What follows belongs to an exercise in optimizing a design on an open flow for small area, a short achievable clock period and few clock cycles per item; a production flow would make more cautious choices.
Function was checked by simulation only, so behaviour that the tests miss may differ from the original.

==> module modsq_top, before the edit <==
module modsq_top (
    input  wire  logic        clk,
    input  wire  logic        reset,
    input  wire  logic        psel,
    input  wire  logic        penable,
    input  wire  logic        pwrite,
    input  wire  logic [7:0]  paddr,
    input  wire  logic [31:0] pwdata,
    output logic [31:0]       prdata,
    output logic              pready,
    output logic              pslverr
);
    logic [15:0] iter_q;
    logic [31:0] xin_q;
    logic        busy;
    logic        done;
    logic s_ctrl, s_iter, s_xin, s_stat, s_xout;
    logic err_q, wbusy_q;
    logic        access;
    logic        wr_ok;
    logic        start_wr;
    assign access   = psel & penable;
    assign wr_ok    = access & pwrite & !busy;
    assign start_wr = wr_ok & s_ctrl & pwdata[0];
    always_ff @(posedge clk) begin
        s_ctrl  <= (paddr == 8'h00);
        s_iter  <= (paddr == 8'h04);
        s_xin   <= (paddr == 8'h08);
        s_stat  <= (paddr == 8'h0C);
        s_xout  <= (paddr == 8'h10);
        err_q   <= !(paddr == 8'h00 || paddr == 8'h04 || paddr == 8'h08 || paddr == 8'h0C || paddr == 8'h10)
                   || (pwrite && (paddr == 8'h0C || paddr == 8'h10));
        wbusy_q <= pwrite && (paddr == 8'h00 || paddr == 8'h04 || paddr == 8'h08);
    end
    assign pready  = 1'b1;
    assign pslverr = err_q | (wbusy_q & busy);
    typedef enum logic [2:0] {ST_IDLE, ST_E_SQ, ST_E_RDY, ST_XFER, ST_X_LZ, ST_X_SQ, ST_X_MUL} state_t;
    state_t      st, st_nx;
    logic [31:0] r;       
    logic [31:0] es;      
    logic [5:0]  cnt;     
    logic [31:0] xo;      
    logic        busy_nx, done_nx, fin;
    logic        b_r, b_x, b_2, mn;    
    logic        op;       
    logic [32:0] ma;
    assign ma = ({33{b_r}} & {1'b0, r}) | ({33{b_2}} & {r, 1'b0}) | ({33{b_x}} & {1'b0, xin_q});
    logic [31:0] r1, r2;
    logic        rc;
    limb_square_array mul_i (
        .a  (ma),
        .bb (r),
        .mn (mn),
        .r1 (r1),
        .r2 (r2),
        .rc (rc)
    );
    logic [31:0] y;
    fold_reduce fold_i (
        .r1 (r1),
        .r2 (r2),
        .rc (rc),
        .mn (mn),
        .y  (y)
    );
    logic iter_wr;
    logic [15:0] tsrc;
    logic [4:0]  lz;
    logic [15:0] tn;
    logic [31:0] pow_lo;    
    logic [31:0] pow_top;   
    logic [31:0] pow_e;
    logic        init;
    assign tsrc = iter_wr ? pwdata[15:0] : iter_q;
    always_comb begin
        lz = 5'd16;
        for (int i = 0; i < 16; i++) begin
            if (tsrc[i]) lz = 5'(15 - i);
        end
    end
    assign tn     = tsrc << lz;
    assign pow_lo = 32'd1 << tsrc[4:0];
    always_comb begin
        case (tn[14:10])
            5'd30:   pow_top = 32'h8000_0006;
            5'd31:   pow_top = 32'd18;
            default: pow_top = 32'd6 << tn[14:10];
        endcase
    end
    assign pow_e = (lz > 5'd10) ? pow_lo : pow_top;
    assign init  = iter_wr | (st == ST_IDLE);
    logic last_bit, go;
    assign last_bit = (cnt == 6'd1);
    assign go       = busy | start_wr;
    assign iter_wr  = wr_ok & s_iter;
    always_comb begin
        st_nx   = st;
        busy_nx = busy;
        done_nx = done;
        fin     = 1'b0;
        if (start_wr) begin
            busy_nx = 1'b1;
            done_nx = 1'b0;
        end
        case (st)
            ST_IDLE:  ;
            ST_E_SQ:  if (last_bit) st_nx = go ? ST_XFER : ST_E_RDY;
            ST_E_RDY: st_nx = go ? ST_XFER : ST_E_RDY;
            ST_XFER:  st_nx = r[31] ? ST_X_SQ : ST_X_LZ;
            ST_X_LZ: begin
                if (es[31]) begin
                    if (last_bit) fin = 1'b1;
                    else          st_nx = ST_X_SQ;
                end
            end
            ST_X_SQ: begin
                if (es[31])        st_nx = ST_X_MUL;
                else if (last_bit) fin = 1'b1;
            end
            ST_X_MUL: begin
                if (last_bit) fin = 1'b1;
                else          st_nx = ST_X_SQ;
            end
            default: st_nx = ST_IDLE;
        endcase
        if (fin) begin
            st_nx = ST_IDLE; busy_nx = 1'b0; done_nx = 1'b1;
        end
        if (init) st_nx = (lz >= 5'd10) ? ST_E_RDY : ST_E_SQ;
    end
    always_ff @(posedge clk) begin
        if (reset) begin
            iter_q <= '0;
            xin_q  <= '0;
            busy   <= 1'b0;
            done   <= 1'b0;
            st     <= ST_IDLE;
            b_r    <= 1'b0;
            op     <= 1'b0;
            b_x    <= 1'b0;
            b_2    <= 1'b0;
            mn     <= 1'b0;
        end else begin
            if (iter_wr)        iter_q <= pwdata[15:0];
            if (wr_ok && s_xin) xin_q  <= pwdata;
            busy <= busy_nx;
            done <= done_nx;
            st   <= st_nx;
            b_x  <= (st_nx == ST_X_MUL);
            b_2  <= (st_nx == ST_E_SQ) && es_nx[31];
            b_r  <= ((st_nx == ST_E_SQ) && !es_nx[31]) || (st_nx == ST_X_SQ);
            op   <= (st_nx == ST_E_SQ) || (st_nx == ST_X_SQ) || (st_nx == ST_X_MUL);
            mn   <= (st_nx == ST_E_SQ);
        end
    end
    logic [31:0] r_alt;
    always_comb begin
        r_alt = r;
        if (init)               r_alt = pow_e;
        else if (st == ST_XFER) r_alt = xin_q;
    end
    always_ff @(posedge clk) begin
        r <= (op & ~iter_wr) ? y : r_alt;
    end
    always_ff @(posedge clk) begin
        if (fin) xo <= op ? y : r;
    end
    logic [31:0] es_nx;
    logic [5:0]  cnt_nx;
    always_comb begin
        es_nx  = es;
        cnt_nx = cnt;
        case (st)
            ST_E_SQ, ST_X_MUL: begin
                es_nx  = es << 1;
                cnt_nx = cnt - 6'd1;
            end
            ST_XFER: begin
                es_nx  = r << 1;
                cnt_nx = 6'd31;
            end
            ST_X_LZ: begin
                if (es[31:28] == 4'd0) begin
                    es_nx  = es << 4;
                    cnt_nx = cnt - 6'd4;
                end else begin
                    es_nx  = es << 1;
                    cnt_nx = cnt - 6'd1;
                end
            end
            ST_X_SQ: begin
                if (!es[31]) begin
                    es_nx  = es << 1;
                    cnt_nx = cnt - 6'd1;
                end
            end
            default: ;
        endcase
        if (init) begin
            es_nx  = {tn[9:0], 22'd0};
            cnt_nx = 6'(5'd10 - lz);
        end
    end
    always_ff @(posedge clk) begin
        es  <= es_nx;
        cnt <= cnt_nx;
    end
    logic        ge_p;
    logic [31:0] x_out;
    assign ge_p  = (&xo[31:3]) & (xo[2] | (xo[1] & xo[0]));
    assign x_out = ge_p ? {29'd0, xo[2:0] + 3'd5} : xo;
    always_comb begin
        prdata = 32'd0;
        if (s_iter) prdata = prdata | {16'd0, iter_q};
        if (s_xin)  prdata = prdata | xin_q;
        if (s_stat) prdata = prdata | {30'd0, done, busy};
        if (s_xout && done) prdata = prdata | x_out;
    end
endmodule
Settings: LEC_CHECK=0, CAP_MARGIN=20, CORE_MARGIN=2, CORE_UTILIZATION=40, SETUP_SLACK_MARGIN=5, SLEW_MARGIN=20; clock period 16.0 ns.
run.sh (not shown) runs the stock make flow with config.mk's settings and CLKGATE_MAP_FILE= SYNTH_SCRIPT=/design/flow/synth_recipe.tcl, a recipe that flattens the netlist after the stock synthesis.
Testbench counts at the start, summed over its fixed seeds: cycles 6,484, items 128.
Change:
--- a/flow/design.v
+++ b/flow/design.v
@@ -5060,39 +5060,26 @@
         .r1 (r1),
         .r2 (r2),
         .rc (rc),
         .mn (mn),
         .y  (y)
     );
-    logic iter_wr;
-    logic [15:0] tsrc;
     logic [4:0]  lz;
     logic [15:0] tn;
     logic [31:0] pow_lo;    
     logic [31:0] pow_top;   
-    logic [31:0] pow_e;
-    logic        init;
-    assign tsrc = iter_wr ? pwdata[15:0] : iter_q;
     always_comb begin
         lz = 5'd16;
         for (int i = 0; i < 16; i++) begin
-            if (tsrc[i]) lz = 5'(15 - i);
+            if (iter_q[i]) lz = 5'(15 - i);
         end
     end
-    assign tn     = tsrc << lz;
-    assign pow_lo = 32'd1 << tsrc[4:0];
-    always_comb begin
-        case (tn[14:10])
-            5'd30:   pow_top = 32'h8000_0006;
-            5'd31:   pow_top = 32'd18;
-            default: pow_top = 32'd6 << tn[14:10];
-        endcase
-    end
-    assign pow_e = (lz > 5'd10) ? pow_lo : pow_top;
-    assign init  = iter_wr | (st == ST_IDLE);
-    logic last_bit, go;
+    assign tn      = iter_q << lz;
+    assign pow_lo  = 32'd1 << iter_q[4:0];
+    assign pow_top = 32'd1 << tn[15:11];
+    logic last_bit, go, iter_wr;
     assign last_bit = (cnt == 6'd1);
     assign go       = busy | start_wr;
     assign iter_wr  = wr_ok & s_iter;
     always_comb begin
         st_nx   = st;
         busy_nx = busy;
@@ -5100,13 +5087,13 @@
         fin     = 1'b0;
         if (start_wr) begin
             busy_nx = 1'b1;
             done_nx = 1'b0;
         end
         case (st)
-            ST_IDLE:  ;
+            ST_IDLE:  st_nx = (lz > 5'd10) ? ST_E_RDY : ST_E_SQ;
             ST_E_SQ:  if (last_bit) st_nx = go ? ST_XFER : ST_E_RDY;
             ST_E_RDY: st_nx = go ? ST_XFER : ST_E_RDY;
             ST_XFER:  st_nx = r[31] ? ST_X_SQ : ST_X_LZ;
             ST_X_LZ: begin
                 if (es[31]) begin
                     if (last_bit) fin = 1'b1;
@@ -5123,13 +5110,13 @@
             end
             default: st_nx = ST_IDLE;
         endcase
         if (fin) begin
             st_nx = ST_IDLE; busy_nx = 1'b0; done_nx = 1'b1;
         end
-        if (init) st_nx = (lz >= 5'd10) ? ST_E_RDY : ST_E_SQ;
+        if (iter_wr) st_nx = ST_IDLE;
     end
     always_ff @(posedge clk) begin
         if (reset) begin
             iter_q <= '0;
             xin_q  <= '0;
             busy   <= 1'b0;
@@ -5153,27 +5140,31 @@
             mn   <= (st_nx == ST_E_SQ);
         end
     end
     logic [31:0] r_alt;
     always_comb begin
         r_alt = r;
-        if (init)               r_alt = pow_e;
+        if (st == ST_IDLE)      r_alt = (lz > 5'd10) ? pow_lo : pow_top;
         else if (st == ST_XFER) r_alt = xin_q;
     end
     always_ff @(posedge clk) begin
-        r <= (op & ~iter_wr) ? y : r_alt;
+        r <= op ? y : r_alt;
     end
     always_ff @(posedge clk) begin
         if (fin) xo <= op ? y : r;
     end
     logic [31:0] es_nx;
     logic [5:0]  cnt_nx;
     always_comb begin
         es_nx  = es;
         cnt_nx = cnt;
         case (st)
+            ST_IDLE: begin
+                es_nx  = {tn[10:0], 21'd0};
+                cnt_nx = 6'(5'd11 - lz);
+            end
             ST_E_SQ, ST_X_MUL: begin
                 es_nx  = es << 1;
                 cnt_nx = cnt - 6'd1;
             end
             ST_XFER: begin
                 es_nx  = r << 1;
@@ -5193,16 +5184,12 @@
                     es_nx  = es << 1;
                     cnt_nx = cnt - 6'd1;
                 end
             end
             default: ;
         endcase
-        if (init) begin
-            es_nx  = {tn[9:0], 22'd0};
-            cnt_nx = 6'(5'd10 - lz);
-        end
     end
     always_ff @(posedge clk) begin
         es  <= es_nx;
         cnt <= cnt_nx;
     end
     logic        ge_p;
Outcome: The new run ran to the end with no violations. Cell count came out lower by 2.7%. Clock skew is about the same. Worst hold slack is better by 0.076 ns. Setup slack gets better by 0.089 ns. Die area came out lower by 2.1%. Synthesized area came out lower by 2.1%. Design area is lower by 1.5%. Synthesized cell count falls by 3.7%. Global-route usage is higher by 0.83 points. Count of clock-buffer cells in the layout falls by 2.
Testbench counts after the change, summed over its fixed seeds: cycles 6,640, items 128.

[re-timing with driven ports]
Ports are ideal in the flow. The routed layouts listed here were re-timed in OpenROAD.
Step 1 (the two cells are an assumption about what drives the block):
set clk [get_ports {clk}]
set_driving_cell -lib_cell sky130_fd_sc_hd__clkbuf_16 $clk
set_driving_cell -lib_cell sky130_fd_sc_hd__buf_2 [delete_from_list [all_inputs] $clk]
Step 2 adds t to the input delays and takes it off the output delays; t is the mean of the earliest and latest rising clock arrival at the registers after step 1. Input paths then give back, and output paths get back, about the clock's delay inside the block.
Three values: ideal ports, drivers, drivers and shift; two values: the first two.
run | t, ns | slack for setup (ns) | hold WS [ns] | clock arrival spread, ns | worst register clock-pin slew, ns
the first run | 0.481 | 5.210 / 5.210 / 5.210 | 0.475 / 0.475 / 0.475 | 0.013 / 0.014 | 0.07 / 0.07
the second run | 0.496 | 5.299 / 5.299 / 5.299 | 0.551 / 0.551 / 0.551 | 0.012 / 0.012 | 0.08 / 0.08
After both steps setup and hold are still met in every run listed.
